Context: an optimization exercise on an open-source flow, tuned for small area, a short achievable clock period and few clock cycles per item. The choices shown serve that exercise and are no tape-out recipe. Only simulation tests tie the RTL to the original design; equivalence was not proved. Power is estimated from default activity; no workload was simulated.

Setup of job 7028:
==> flow/design.v (excerpt) <==
module mac_array #(
  parameter int DATA_WIDTH = 8,
  parameter int ACC_WIDTH  = 16,
  parameter int NUM_LANES  = 8,
  parameter int VEC_LEN    = 8,
  parameter int SIGNED     = 1
) (
  input  logic                           clk,
  input  logic                           rst_n,
  input  logic                           clr,
  input  logic                           in_valid,
  output logic                           in_ready,
  input  logic [NUM_LANES*DATA_WIDTH-1:0] a_in,
  input  logic [DATA_WIDTH-1:0]          b_in,
  input  logic                           sat_en,
  output logic                           out_valid,
  input  logic                           out_ready,
  output logic [NUM_LANES*ACC_WIDTH-1:0] acc_out,
  output logic [NUM_LANES-1:0]           overflow,
  output logic                           busy
);
Size: ~2600 cells after synthesis, about 250 flip-flops, about 26000 µm² of cells after synthesis.
clock: 6.0 ns
lec_check: 0
cap_margin: 20
core_margin: 2
core_utilization: 40
setup_slack_margin: 2.0
slew_margin: 20
tns_end_percent: 25
standard.sh (not shown) runs the stock make flow with config.mk's settings and CLKGATE_MAP_FILE= SYNTH_SCRIPT=/design/flow/synth_recipe.tcl, a recipe that flattens the netlist after the stock synthesis.
==> flow/flow/run.sh <==
#!/bin/bash
# Own layout flow: the standard layout (standard synthesis unchanged), with each port buffered
# by a buf_2 instead of the default delay-buffer cell. The make output goes to flow_make.log here.
set -euo pipefail
cd "$(dirname "$0")/.."
bash standard.sh 'BUFFER_PORTS_ARGS=-buffer_cell sky130_fd_sc_hd__buf_2' finish > flow_make.log 2>&1
Testbench counts of job 7028, summed over its fixed seeds: cycles 3,088, vectors 384.
> inputs changed (job 7028 -> job 6804)
Settings: a change of SETUP_SLACK_MARGIN from 2.0 to 1.8.
--- outcome ---
Internal power consumption: job 6804 vs job 7028 down about 7%
Job 6804 against job 7028; power density over cell area is down by a few percent.
Worst slack on hold paths: job 6804 vs job 7028, no meaningful difference
Relative to job 6804, the following input files were edited for job 9972:
Settings: SETUP_SLACK_MARGIN changed from 1.8 to 2.0; TNS_END_PERCENT removed (was 25).
==> flow/flow/run.sh <==
#!/bin/bash
# Own layout flow: the standard layout (standard synthesis unchanged), with each port buffered
# by a buf_2 instead of the default delay-buffer cell, and with Yosys/ABC's buffers removed at
# floorplan instead of a timing repair before placement (timing is repaired after placement).
# The make output goes to flow_make.log here.
set -euo pipefail
cd "$(dirname "$0")/.."
bash standard.sh 'BUFFER_PORTS_ARGS=-buffer_cell sky130_fd_sc_hd__buf_2' 'REMOVE_ABC_BUFFERS=1' finish > flow_make.log 2>&1
### Flow results
On job 9972: cell area is about 8% higher than what job 6804 gave.
Looking at final antenna diode count across job 6804 and job 9972, the one that comes out higher is job 9972.
Post-placement worst setup slack, job 6804 and job 9972: higher on job 6804
[compare] base=job 6804 new=job 9972: cell count after synthesis about even; portion of the clock cycle consumed by the worst path in the final layout rose 0.21 points.
Max core utilization across job 6804 and job 9972: job 9972
Summary of the comparison: power is higher in job 9972, relative to job 6804.
[job 9972] total number of vias rose about 3.6% relative to job 6804
The faster design of the two is job 6804; job 9972 tops out lower.
Part of the power in combinational logic: job 6804 and job 9972 compared, lower one is job 6804
Number of nets at the end of the flow, job 6804 and job 9972: higher on job 9972
Input-level comparison between job 9163 and job 9972:
Settings: a change of SETUP_SLACK_MARGIN from 2.0 to 1.6.
==> flow/flow/run.sh <==
#!/bin/bash
# Own layout flow: the standard layout (standard synthesis unchanged), with each port buffered
# by a buf_2 instead of the default delay-buffer cell. The make output goes to flow_make.log here.
set -euo pipefail
cd "$(dirname "$0")/.."
bash standard.sh 'BUFFER_PORTS_ARGS=-buffer_cell sky130_fd_sc_hd__buf_2' finish > flow_make.log 2>&1
==> run summary <==
- When job 9163 is set beside job 9972, its sequential share of layout area turns out to be 2.4 points larger.
- Measured against each other, job 9972 and job 9163 differ in logic depth of the worst register-to-register path, the higher figure coming from job 9972.
- Summary of job 9163 over job 9972: period utilization rose 1.6 points; number of antenna violations at the first check in global routing picked up an extra 2; met2 demand-to-capacity share in global routing stayed essentially flat.
- Power in the clock group in job 9163 vs job 9972: up 14%

[re-timing with driven ports]
Ports are ideal in the flow. The routed layouts listed here were re-timed in OpenROAD.
Step 1: set_driving_cell puts a clkbuf_16 on clk and a buf_2 on each other input, an assumption about the parent block.
Step 2 adds t to the input delays and takes it off the output delays; t is the mean of the earliest and latest rising clock arrival at the registers after step 1. Input paths then give back, and output paths get back, about the clock's delay inside the block.
a / b / c = no drivers / after step 1 / after step 2; a / b = the first two.
| run | t (ns) | setup slack, ns | worst setup path after step 2 |
|---|---|---|---|
| job 7028 | 0.608 | 1.853 / 1.853 / 1.853 | register to register |
| job 6804 | 0.608 | 1.834 / 1.834 / 1.834 | register to register |
| job 9972 | 0.669 | 1.821 / 1.821 / 1.821 | register to register |
| job 9163 | 0.602 | 1.724 / 1.724 / 1.724 | register to register |
After both steps setup and hold are still met in every run listed.
